What follows belongs to an exercise in optimizing a design on an open flow for small area, a short achievable clock period and few clock cycles; a production flow would make more cautious choices. In this exercise RTL edits were held to simulation tests only and were not proved equivalent to the original. No activity file was given, so power comes from the tool's default toggle rates.

### design/flow/run.sh
#!/bin/bash
# synth_recipe.tcl (not shown) runs the flow's synth.tcl, then flattens the netlist and writes it again
# the make line also repeats each setting of config.mk as NAME=value (left out here)
make -C /OpenROAD-flow-scripts/flow DESIGN_CONFIG=/design/flow/config.mk WORK_HOME=/design/flow/orfs CLKGATE_MAP_FILE= SYNTH_SCRIPT=/design/flow/synth_recipe.tcl finish
### design/flow/config.mk
export PLATFORM = sky130hd
export DESIGN_NAME = stack_queue_engine_top
export DESIGN_NICKNAME = stack_queue_engine_top
export VERILOG_FILES = /design/flow/design.v
export SDC_FILE = /design/flow/constraint.sdc
export NUM_CORES = 4
export LEC_CHECK = 0
export CAP_MARGIN = 20
export CORE_MARGIN = 2
export CORE_UTILIZATION = 45
export SLEW_MARGIN = 20
### design/flow/constraint.sdc
create_clock -name core_clock -period 6.0 [get_ports {clk}]
set_input_delay 1.2000 -clock core_clock [delete_from_list [all_inputs] [get_ports {clk}]]
set_output_delay 1.2000 -clock core_clock [all_outputs]
set_load 0.01 [all_outputs]
### design/flow/design.v
package sqe_pkg;
  localparam int DEPTH = 64;
  localparam int PTR_W = (DEPTH > 1) ? $clog2(DEPTH) : 1;
  localparam int CNT_W = $clog2(DEPTH + 1);
  localparam int FQ_DEPTH = 2;
  localparam int FQ_PTR_W = (FQ_DEPTH > 1) ? $clog2(FQ_DEPTH) : 1;
  localparam int FQ_CNT_W = $clog2(FQ_DEPTH + 1);
  localparam logic [2:0] OP_PUSH = 3'd0;
  localparam logic [2:0] OP_POP  = 3'd1;
  localparam logic [2:0] OP_SWAP = 3'd2;
  localparam logic [2:0] OP_PEEK = 3'd3;
  localparam logic [2:0] OP_DUMP = 3'd4;
  localparam logic [2:0] ST_VALUE      = 3'd0;
  localparam logic [2:0] ST_PEEK_EMPTY = 3'd1;
  localparam logic [2:0] ST_POP_EMPTY  = 3'd2;
  localparam logic [2:0] ST_SWAP_SHORT = 3'd3;
  localparam logic [2:0] ST_PUSH_FULL  = 3'd4;
  typedef struct packed {
    logic [2:0]         operation;
    logic signed [31:0] push_value;
  } in_item_t;
  typedef struct packed {
    logic signed [31:0] result_value;
    logic [2:0]         status;
    logic               last;
  } out_item_t;
  typedef enum logic [2:0] {
    CMD_PUSH,
    CMD_POP,
    CMD_SWAP,
    CMD_PEEK,
    CMD_DUMP,
    CMD_PUSH_Q
  } cmd_kind_t;
  typedef struct packed {
    cmd_kind_t          kind;
    logic signed [31:0] value;
  } cmd_t;
  typedef enum logic [2:0] {
    S_IDLE,
    S_SWAP_WR0,
    S_SWAP_WR1,
    S_PEEK,
    S_DUMP
  } back_state_t;
  typedef struct packed {
    logic [CNT_W-1:0] count;
    logic             busy;
  } back_stat_t;
endpackage
module sqe_front (
  input  logic             clk,
  input  logic             rst_n,
  input  logic             cfg_we,
  input  logic             cfg_wdata,
  input  logic             in_valid,
  output logic             in_ready,
  input  sqe_pkg::in_item_t in_data,
  output logic             cmd_valid,
  input  logic             cmd_ready,
  output sqe_pkg::cmd_t    cmd_data
);
  logic      legal;
  sqe_pkg::cmd_kind_t kind;
  logic      seen_r;
  logic      queue_mode_r;
  always_comb begin
    legal = 1'b1;
    kind  = sqe_pkg::CMD_PUSH;
    case (in_data.operation)
      sqe_pkg::OP_PUSH: kind = queue_mode_r ? sqe_pkg::CMD_PUSH_Q : sqe_pkg::CMD_PUSH;
      sqe_pkg::OP_POP:  kind = sqe_pkg::CMD_POP;
      sqe_pkg::OP_SWAP: kind = sqe_pkg::CMD_SWAP;
      sqe_pkg::OP_PEEK: kind = sqe_pkg::CMD_PEEK;
      sqe_pkg::OP_DUMP: kind = sqe_pkg::CMD_DUMP;
      default: legal = 1'b0;
    endcase
  end
  assign in_ready       = cmd_ready && seen_r;
  assign cmd_valid      = in_valid && legal && seen_r;
  assign cmd_data.kind  = kind;
  assign cmd_data.value = in_data.push_value;
  always_ff @(posedge clk) begin
    if (!rst_n) begin
      seen_r       <= 1'b0;
      queue_mode_r <= 1'b0;
    end else begin
      seen_r <= 1'b1;
      if (cfg_we) begin
        queue_mode_r <= cfg_wdata;
      end
    end
  end
endmodule
module sqe_cmd_fifo (
  input  logic          clk,
  input  logic          rst_n,
  input  logic          wr_valid,
  output logic          wr_ready,
  input  sqe_pkg::cmd_t wr_data,
  output logic          rd_valid,
  input  logic          rd_ready,
  output sqe_pkg::cmd_t rd_data
);
  localparam int FQ_DEPTH = sqe_pkg::FQ_DEPTH;
  localparam int FQ_PTR_W = sqe_pkg::FQ_PTR_W;
  localparam int FQ_CNT_W = sqe_pkg::FQ_CNT_W;
  localparam int CMD_W = 3 + 32;   
  logic [CMD_W-1:0]    mem [FQ_DEPTH];
  logic [FQ_PTR_W-1:0] wr_ptr_r, wr_ptr_nxt;
  logic [FQ_PTR_W-1:0] rd_ptr_r, rd_ptr_nxt;
  logic [FQ_CNT_W-1:0] cnt_r, cnt_nxt;
  logic                do_wr, do_rd;
  assign wr_ready = cnt_r != FQ_CNT_W'(FQ_DEPTH);
  assign rd_valid = cnt_r != '0;
  assign rd_data  = mem[rd_ptr_r];
  assign do_wr    = wr_valid && wr_ready;
  assign do_rd    = rd_valid && rd_ready;
  always_comb begin
    wr_ptr_nxt = wr_ptr_r;
    rd_ptr_nxt = rd_ptr_r;
    cnt_nxt    = cnt_r;
    if (do_wr) begin
      wr_ptr_nxt = (wr_ptr_r == FQ_PTR_W'(FQ_DEPTH - 1)) ? '0 : wr_ptr_r + 1'b1;
    end
    if (do_rd) begin
      rd_ptr_nxt = (rd_ptr_r == FQ_PTR_W'(FQ_DEPTH - 1)) ? '0 : rd_ptr_r + 1'b1;
    end
    case ({do_wr, do_rd})
      2'b10:   cnt_nxt = cnt_r + 1'b1;
      2'b01:   cnt_nxt = cnt_r - 1'b1;
      default: cnt_nxt = cnt_r;
    endcase
  end
  always_ff @(posedge clk) begin
    if (!rst_n) begin
      wr_ptr_r <= '0;
      rd_ptr_r <= '0;
      cnt_r    <= '0;
    end else begin
      wr_ptr_r <= wr_ptr_nxt;
      rd_ptr_r <= rd_ptr_nxt;
      cnt_r    <= cnt_nxt;
    end
  end
  always_ff @(posedge clk) begin
    if (do_wr) begin
      mem[wr_ptr_r] <= wr_data;
    end
  end
endmodule
module sqe_back (
  input  logic                clk,
  input  logic                rst_n,
  input  logic                cmd_valid,
  output logic                cmd_ready,
  input  sqe_pkg::cmd_t       cmd_data,
  output logic                out_valid,
  input  logic                out_ready,
  output sqe_pkg::out_item_t  out_data,
  output sqe_pkg::back_stat_t stat
);
  localparam int DEPTH = sqe_pkg::DEPTH;
  localparam int PTR_W = sqe_pkg::PTR_W;
  localparam int CNT_W = sqe_pkg::CNT_W;
  localparam int SUM_W = CNT_W + 1;
  function automatic logic [PTR_W-1:0] slot_add(input logic [PTR_W-1:0] base,
                                                input logic [CNT_W-1:0] off);
    logic [SUM_W-1:0] sum;
    sum = SUM_W'(base) + SUM_W'(off);
    if (sum >= SUM_W'(DEPTH)) begin
      sum = sum - SUM_W'(DEPTH);
    end
    slot_add = sum[PTR_W-1:0];
  endfunction
  sqe_pkg::back_state_t      state_r, state_nxt;
  logic [PTR_W-1:0] top_r, top_nxt;
  logic [CNT_W-1:0] count_r, count_nxt;
  logic [PTR_W-1:0] idx_r, idx_nxt;
  logic             out_valid_r;
  sqe_pkg::out_item_t        out_data_r, out_data_nxt;
  logic             out_load;
  logic signed [31:0] mem [DEPTH];
  logic signed [31:0] rd0_r, rd1_r;
  logic               rd_en;
  logic [PTR_W-1:0]   raddr0;
  logic               we;
  logic [PTR_W-1:0]   waddr;
  logic signed [31:0] wdata;
  logic             full, empty, too_short, out_free, take, dump_last;
  logic [PTR_W-1:0] slot0, slot1, slot_tail, top_dec, dump_next;
  logic [CNT_W-1:0] idx_ext;
  assign full      = count_r == CNT_W'(DEPTH);
  assign empty     = count_r == '0;
  assign too_short = count_r < CNT_W'(2);
  assign out_free  = !out_valid_r || out_ready;
  assign take      = (state_r == sqe_pkg::S_IDLE) && cmd_valid && out_free;
  assign slot0     = top_r;
  assign slot1     = slot_add(top_r, CNT_W'(1));
  assign slot_tail = slot_add(top_r, count_r);
  assign top_dec   = (top_r == '0) ? PTR_W'(DEPTH - 1) : top_r - 1'b1;
  assign idx_ext   = CNT_W'(idx_r) + CNT_W'(1);
  assign dump_next = slot_add(top_r, idx_ext);
  assign dump_last = idx_ext == count_r;
  assign cmd_ready  = take;
  assign out_valid  = out_valid_r;
  assign out_data   = out_data_r;
  assign stat.count = count_r;
  assign stat.busy  = state_r != sqe_pkg::S_IDLE;
  always_comb begin
    state_nxt = state_r;
    case (state_r)
      sqe_pkg::S_IDLE: begin
        if (take) begin
          case (cmd_data.kind)
            sqe_pkg::CMD_SWAP: if (!too_short) state_nxt = sqe_pkg::S_SWAP_WR0;
            sqe_pkg::CMD_PEEK: if (!empty) state_nxt = sqe_pkg::S_PEEK;
            sqe_pkg::CMD_DUMP: if (!empty) state_nxt = sqe_pkg::S_DUMP;
            default:  state_nxt = sqe_pkg::S_IDLE;
          endcase
        end
      end
      sqe_pkg::S_SWAP_WR0: state_nxt = sqe_pkg::S_SWAP_WR1;
      sqe_pkg::S_SWAP_WR1: state_nxt = sqe_pkg::S_IDLE;
      sqe_pkg::S_PEEK:     if (out_free) state_nxt = sqe_pkg::S_IDLE;
      sqe_pkg::S_DUMP:     if (out_free && dump_last) state_nxt = sqe_pkg::S_IDLE;
      default:    state_nxt = sqe_pkg::S_IDLE;
    endcase
  end
  always_comb begin
    top_nxt      = top_r;
    count_nxt    = count_r;
    idx_nxt      = idx_r;
    rd_en        = 1'b0;
    raddr0       = slot0;
    we           = 1'b0;
    waddr        = slot0;
    wdata        = rd1_r;
    out_load     = 1'b0;
    out_data_nxt = out_data_r;
    case (state_r)
      sqe_pkg::S_IDLE: begin
        if (take) begin
          case (cmd_data.kind)
            sqe_pkg::CMD_PUSH, sqe_pkg::CMD_PUSH_Q: begin
              if (full) begin
                out_load     = 1'b1;
                out_data_nxt = {32'sd0, sqe_pkg::ST_PUSH_FULL, 1'b1};
              end else begin
                we        = 1'b1;
                wdata     = cmd_data.value;
                count_nxt = count_r + 1'b1;
                if (cmd_data.kind == sqe_pkg::CMD_PUSH_Q) begin
                  waddr = slot_tail;
                end else begin
                  waddr   = top_dec;
                  top_nxt = top_dec;
                end
              end
            end
            sqe_pkg::CMD_POP: begin
              if (empty) begin
                out_load     = 1'b1;
                out_data_nxt = {32'sd0, sqe_pkg::ST_POP_EMPTY, 1'b1};
              end else begin
                top_nxt   = slot1;
                count_nxt = count_r - 1'b1;
              end
            end
            sqe_pkg::CMD_SWAP: begin
              if (too_short) begin
                out_load     = 1'b1;
                out_data_nxt = {32'sd0, sqe_pkg::ST_SWAP_SHORT, 1'b1};
              end else begin
                rd_en = 1'b1;
              end
            end
            sqe_pkg::CMD_PEEK: begin
              if (empty) begin
                out_load     = 1'b1;
                out_data_nxt = {32'sd0, sqe_pkg::ST_PEEK_EMPTY, 1'b1};
              end else begin
                rd_en = 1'b1;
              end
            end
            sqe_pkg::CMD_DUMP: begin
              if (!empty) begin
                rd_en   = 1'b1;
                idx_nxt = '0;
              end
            end
            default: ;
          endcase
        end
      end
      sqe_pkg::S_SWAP_WR0: begin
        we    = 1'b1;
        waddr = slot0;
        wdata = rd1_r;
      end
      sqe_pkg::S_SWAP_WR1: begin
        we    = 1'b1;
        waddr = slot1;
        wdata = rd0_r;
      end
      sqe_pkg::S_PEEK: begin
        if (out_free) begin
          out_load     = 1'b1;
          out_data_nxt = {rd0_r, sqe_pkg::ST_VALUE, 1'b1};
        end
      end
      sqe_pkg::S_DUMP: begin
        if (out_free) begin
          out_load     = 1'b1;
          out_data_nxt = {rd0_r, sqe_pkg::ST_VALUE, dump_last};
          if (!dump_last) begin
            idx_nxt = idx_r + 1'b1;
            rd_en   = 1'b1;
            raddr0  = dump_next;
          end
        end
      end
      default: ;
    endcase
  end
  always_ff @(posedge clk) begin
    if (!rst_n) begin
      state_r      <= sqe_pkg::S_IDLE;
      top_r        <= '0;
      count_r      <= '0;
      idx_r        <= '0;
      out_valid_r  <= 1'b0;
    end else begin
      state_r <= state_nxt;
      top_r   <= top_nxt;
      count_r <= count_nxt;
      idx_r   <= idx_nxt;
      if (out_load) begin
        out_valid_r <= 1'b1;
      end else if (out_ready) begin
        out_valid_r <= 1'b0;
      end
    end
  end
  always_ff @(posedge clk) begin
    if (out_load) begin
      out_data_r <= out_data_nxt;
    end
  end
  always_ff @(posedge clk) begin
    if (we) begin
      mem[waddr] <= wdata;
    end
    if (rd_en) begin
      rd0_r <= mem[raddr0];
      rd1_r <= mem[slot1];
    end
  end
endmodule
module stack_queue_engine_top (
  input  logic               clk,
  input  logic               rst_n,
  input  logic               in_valid,
  output logic               in_ready,
  input  sqe_pkg::in_item_t  in_data,
  output logic               out_valid,
  input  logic               out_ready,
  output sqe_pkg::out_item_t out_data,
  input  logic               cfg_we,
  input  logic               cfg_wdata
);
  localparam int DEPTH = sqe_pkg::DEPTH;
  localparam int CNT_W = sqe_pkg::CNT_W;
  logic       fq_wr_valid, fq_wr_ready;
  sqe_pkg::cmd_t       fq_wr_data;
  logic       fq_rd_valid, fq_rd_ready;
  sqe_pkg::cmd_t       fq_rd_data;
  sqe_pkg::back_stat_t back_stat;
  sqe_front u_front (
    .clk       (clk),
    .rst_n     (rst_n),
    .cfg_we    (cfg_we),
    .cfg_wdata (cfg_wdata),
    .in_valid  (in_valid),
    .in_ready  (in_ready),
    .in_data   (in_data),
    .cmd_valid (fq_wr_valid),
    .cmd_ready (fq_wr_ready),
    .cmd_data  (fq_wr_data)
  );
  sqe_cmd_fifo u_cmd_fifo (
    .clk      (clk),
    .rst_n    (rst_n),
    .wr_valid (fq_wr_valid),
    .wr_ready (fq_wr_ready),
    .wr_data  (fq_wr_data),
    .rd_valid (fq_rd_valid),
    .rd_ready (fq_rd_ready),
    .rd_data  (fq_rd_data)
  );
  sqe_back u_back (
    .clk       (clk),
    .rst_n     (rst_n),
    .cmd_valid (fq_rd_valid),
    .cmd_ready (fq_rd_ready),
    .cmd_data  (fq_rd_data),
    .out_valid (out_valid),
    .out_ready (out_ready),
    .out_data  (out_data),
    .stat      (back_stat)
  );
endmodule
==> run_summary.xml <==
<?xml version="1.0" encoding="UTF-8"?>
<metrics>
  <group name="synth">
    <metric name="synth.yosys.warnings" unit="">3</metric>
    <metric name="avgSynthCellArea" unit="um2">15.2</metric>
    <metric name="synth_ff_type" unit="">sky130_fd_sc_hd__edfxtp_1</metric>
    <metric name="post-synth-top-area-fraction" unit="%">63.2</metric>
    <metric name="synth_edf_count" unit="">2218</metric>
    <metric name="postSynthNetCount" unit="">7016</metric>
    <metric name="most_used_standard_cell_by_instance_count_after_synthesis" unit="">sky130_fd_sc_hd__edfxtp_1</metric>
    <metric name="post_synth_most_frequent_cells" unit="">sky130_fd_sc_hd__edfxtp_1 (2218), sky130_fd_sc_hd__nand2_1 (1043), sky130_fd_sc_hd__mux4_2 (694)</metric>
    <metric name="synthTopCellsByArea" unit="">sky130_fd_sc_hd__edfxtp_1 (63%), sky130_fd_sc_hd__mux4_2 (15%), sky130_fd_sc_hd__nand2_1 (3.7%)</metric>
    <metric name="synthesis.instances" unit="">6952</metric>
    <metric name="synth_area" unit="um2">105000</metric>
    <metric name="asyncSetResetFlopFracSynth" unit="%">0</metric>
    <metric name="sequential_element_share_of_the_synthesized_area" unit="%">63.8</metric>
    <metric name="synth_cell_types" unit="">81</metric>
    <metric name="flip_flop_and_latch_count_after_synthesis" unit="">2248</metric>
    <metric name="synth_area_leader_cell" unit="">sky130_fd_sc_hd__edfxtp_1</metric>
  </group>
  <group name="clock_tree">
    <metric name="cts_hold_repair.buffers" unit="">0</metric>
    <metric name="cts-root-buf" unit="">sky130_fd_sc_hd__clkbuf_16</metric>
    <metric name="cts-buffers-inserted" unit="">230</metric>
    <metric name="cts_tree" unit="">yes</metric>
    <metric name="cts.clk_slew.worst_paths" unit="ns">0.06</metric>
    <metric name="cts.path.max_buffers" unit="">3</metric>
    <metric name="count_of_instances_resized_after_the_clock_tree_is_built" unit="">0</metric>
    <metric name="cts_post_setup_buffers_inserted" unit="">0</metric>
    <metric name="clkLatencyLatePin" unit="ns">0.90</metric>
    <metric name="cts_max_level" unit="">4</metric>
    <metric name="tritoncts_num_sinks" unit="">2248</metric>
  </group>
  <group name="sta">
    <metric name="post-route-worst-setup-slack" unit="ns">0.370</metric>
    <metric name="hold_violations" unit="">0</metric>
    <metric name="rsz0062_at_grt" unit="">no</metric>
    <metric name="fin_setup_tns" unit="ns">0</metric>
    <metric name="hold_ws" unit="ns">0.519</metric>
    <metric name="worst-slew-pin-transition" unit="ns">1.22</metric>
    <metric name="final.setup_skew" unit="ns">0.0498</metric>
    <metric name="finalCritPeriodShare" unit="%">93.8</metric>
    <metric name="slew-limit-headroom" unit="%">18.7</metric>
    <metric name="slew_viol_final" unit="">0</metric>
    <metric name="timing.final.crit_period" unit="ns">5.63</metric>
    <metric name="final-setup-viol-count" unit="">0</metric>
    <metric name="maxClockFrequency" unit="MHz">178</metric>
  </group>
  <group name="place">
    <metric name="dp_cells" unit="">9969</metric>
    <metric name="post-dp-hpwl" unit="mm">220</metric>
    <metric name="pre_cts_slack" unit="ns">0.105</metric>
    <metric name="gp_congestion" unit="">0.897</metric>
    <metric name="portBuffers" unit="">78</metric>
  </group>
  <group name="grt">
    <metric name="vias_in_the_first_global_route" unit="">69100</metric>
    <metric name="overflow" unit="">0</metric>
    <metric name="grt_first_pass_wirelength" unit="mm">518</metric>
    <metric name="grt_max_degree" unit="">111</metric>
    <metric name="initial_antenna_violation_count" unit="">24</metric>
    <metric name="groute.usage.overall" unit="%">30.6</metric>
  </group>
  <group name="cells_and_area">
    <metric name="drive_above_1_share" unit="%">22.6</metric>
    <metric name="finalNonFillerCells" unit="">10400</metric>
    <metric name="syn2layout_area_growth" unit="%">14.3</metric>
    <metric name="finish.net_count" unit="">7134</metric>
  </group>
  <group name="worst_setup_path">
    <metric name="reg2reg_to" unit="">u_back.rd0_r[22]</metric>
    <metric name="critical_path.max_fanout" unit="">37</metric>
    <metric name="reg2reg_depth" unit="">13</metric>
    <metric name="cp.arrival" unit="ns">6.29</metric>
    <metric name="end_kind" unit="">flip-flop</metric>
    <metric name="setup.reg_to_reg.worst_slack" unit="ns">0.37</metric>
    <metric name="critical_path_class" unit="">reg2reg</metric>
    <metric name="cp_data_required_time" unit="ns">6.66</metric>
    <metric name="timing.critical_path.from_type" unit="">flip-flop</metric>
    <metric name="r2r_start" unit="">u_back.idx_r[0]</metric>
  </group>
  <group name="power">
    <metric name="areal_power_density_over_the_cells" unit="nW/um2">446</metric>
    <metric name="power" unit="mW">53.7</metric>
    <metric name="p_leak" unit="nW">38.7</metric>
    <metric name="vdd_ir_drop_max" unit="uV">374</metric>
  </group>
  <group name="floorplanning">
    <metric name="std_cell_rows" unit="">177</metric>
    <metric name="die_w" unit="um">488</metric>
    <metric name="boundaryPins" unit="">79</metric>
    <metric name="initial_core_util" unit="%">45.3</metric>
    <metric name="die_h" unit="um">488</metric>
    <metric name="die_area" unit="um2">238000</metric>
    <metric name="placeable_core_area" unit="um2">233000</metric>
  </group>
  <group name="status">
    <metric name="status" unit="">timing/DRC/antenna clean</metric>
  </group>
  <group name="detailed_routing">
    <metric name="vias" unit="">71300</metric>
    <metric name="remaining_drc_errors" unit="">0</metric>
    <metric name="routed_wire_length_per_instance" unit="um">35.3</metric>
    <metric name="route.detailed.vias_per_inst" unit="">6.85</metric>
    <metric name="ant_nets" unit="">0</metric>
    <metric name="route.final.wire_length" unit="mm">368</metric>
    <metric name="drt_pre_antenna_iters" unit="">7</metric>
    <metric name="initialDrtViolationCount" unit="">11700</metric>
  </group>
  <group name="worst_hold_path">
    <metric name="whs_path_cells" unit="">2</metric>
    <metric name="path_class_of_the_lowest_slack_min_delay_path" unit="">reg2reg</metric>
    <metric name="hp-start" unit="">u_cmd_fifo.rd_ptr_r</metric>
    <metric name="min_to" unit="">u_cmd_fifo.rd_ptr_r</metric>
  </group>
  <group name="flow_run">
    <metric name="maxCapViolCount" unit="">0</metric>
  </group>
</metrics>
[per-layer routing]
metal	routed length, um	vias to the layer above	track usage, %
li1	-	28500	-
met1	137000	36800	41.6
met2	165000	5130	46.1
met3	49900	847	9.06
met4	16000	6	12.3
met5	39	-	0
[cells in the final DEF, fill, tap and decap left out, types with 110 or more instances in the layout]
cell / n
sky130_fd_sc_hd__nor2_1: 110
sky130_fd_sc_hd__mux2i_1: 161
sky130_fd_sc_hd__a211oi_1: 312
sky130_fd_sc_hd__mux4_2: 694
sky130_fd_sc_hd__buf_4: 290
sky130_fd_sc_hd__clkbuf_16: 234
sky130_fd_sc_hd__nand2_1: 1035
sky130_fd_sc_hd__a21oi_1: 342
sky130_fd_sc_hd__and3_1: 251
sky130_fd_sc_hd__o22ai_1: 116
sky130_fd_sc_hd__a311oi_1: 161
sky130_fd_sc_hd__edfxtp_1: 2218
[through the flow]
stage                     utilization (%)  area [um2]
final                                51.8      120000
after detailed placement             48.5      113000
after floorplan                         -      105000
after global routing                 51.8      120000
after global placement               48.5      113000
after CTS                            51.7      120000
[flip-flops by register name, summed over array words and instances (netlist names), 2 cells and up, named ones only]
name and count:
u_back.mem 2048, u_cmd_fifo.mem 70, u_cmd_fifo.cnt_r 2, u_back.rd1_r 32, u_back.count_r 7, u_back.idx_r 6
u_back.state_r 3, u_back.out_data_r 36, u_back.top_r 6, u_back.rd0_r 32
[worst max path at each step]
stage	from	endpoint	cells past startpoint
6_report	u_back.idx_r[0]	u_back.rd0_r[22]	13
5_1_grt	u_back.idx_r[0]	u_back.rd0_r[22]	13
4_1_cts	u_back.idx_r[0]	u_back.rd0_r[2]	13
3_5_place_dp	out_ready	u_back.rd0_r[18]	13
3_3_place_gp	out_ready	u_back.rd0_r[18]	13
2_1_floorplan	out_ready	u_back.rd0_r[0]	5
[power by group]
part | leakage [nW] | switching (mW) | internal, mW
Combinational | 14.8 | 12.8 | 6.96
Clock | 3.65 | 6.27 | 8.12
Sequential | 20.3 | 0.240 | 19.3
Total | 38.7 | 19.3 | 34.4
[kinds of logic after synthesis]
family / share of synthesized area, %
compound gates: 8.68
xor+xnor: 0.280
fa+ha+maj: 0.294
buf+inv: 2.43
flops: 63.8
mux: 17.0
simple gates: 7.51
[critical path: stages, from the launching register on]
cell,delay [ns]
sky130_fd_sc_hd__dfxtp_1,0.51
sky130_fd_sc_hd__ha_1,0.34
sky130_fd_sc_hd__xor2_1,0.25
sky130_fd_sc_hd__a2bb2oi_1,0.22
sky130_fd_sc_hd__nand4_1,0.32
sky130_fd_sc_hd__o21ai_0,0.70
sky130_fd_sc_hd__or2_4,0.44
sky130_fd_sc_hd__buf_12,0.27
sky130_fd_sc_hd__buf_4,0.33
sky130_fd_sc_hd__a211oi_1,0.08
sky130_fd_sc_hd__a311oi_1,0.26
sky130_fd_sc_hd__nor3_1,0.16
sky130_fd_sc_hd__o32ai_1,0.94
sky130_fd_sc_hd__and3_1,0.50
[final cells by class]
type | count | area, um2
fillers | 18900 | 112000
flip-flops and latches | 2248 | 67200
multi-input cells | 4090 | 36700
clock buffers | 278 | 6020
repair buffers | 473 | 5070
well taps | 3132 | 3920
clock inverters | 152 | 1470
inverters | 27 | 101
diodes | 10 | 25.0
Testbench counts, summed over its fixed seeds: cycles 45,425.

## port drivers added, routing unchanged
The flow's constraints put no driver on any port. The routed layout listed below was extracted and timed again, unchanged, in two steps.
Step 1, drivers: a clkbuf_16 drives clk and a buf_2 each remaining input, both assumed.
Step 2, shift: input delay + t, output delay - t, t = (earliest + latest rising clock arrival at the registers) / 2. This alone moves slack from input paths to output paths.
Slacks: ideal / step 1 / step 2; pairs: ideal / step 1.
shift t [ns]: 0.968
setup WS [ns]: 0.370 / 0.370 / -0.007
latest minus earliest clock arrival (ns): 0.058 / 0.059
With both steps, setup timing fails in this run, where it was met with ideal ports. For this run, drivers alone change the setup slack by 0.000 ns; drivers and shift together by -0.377 ns.
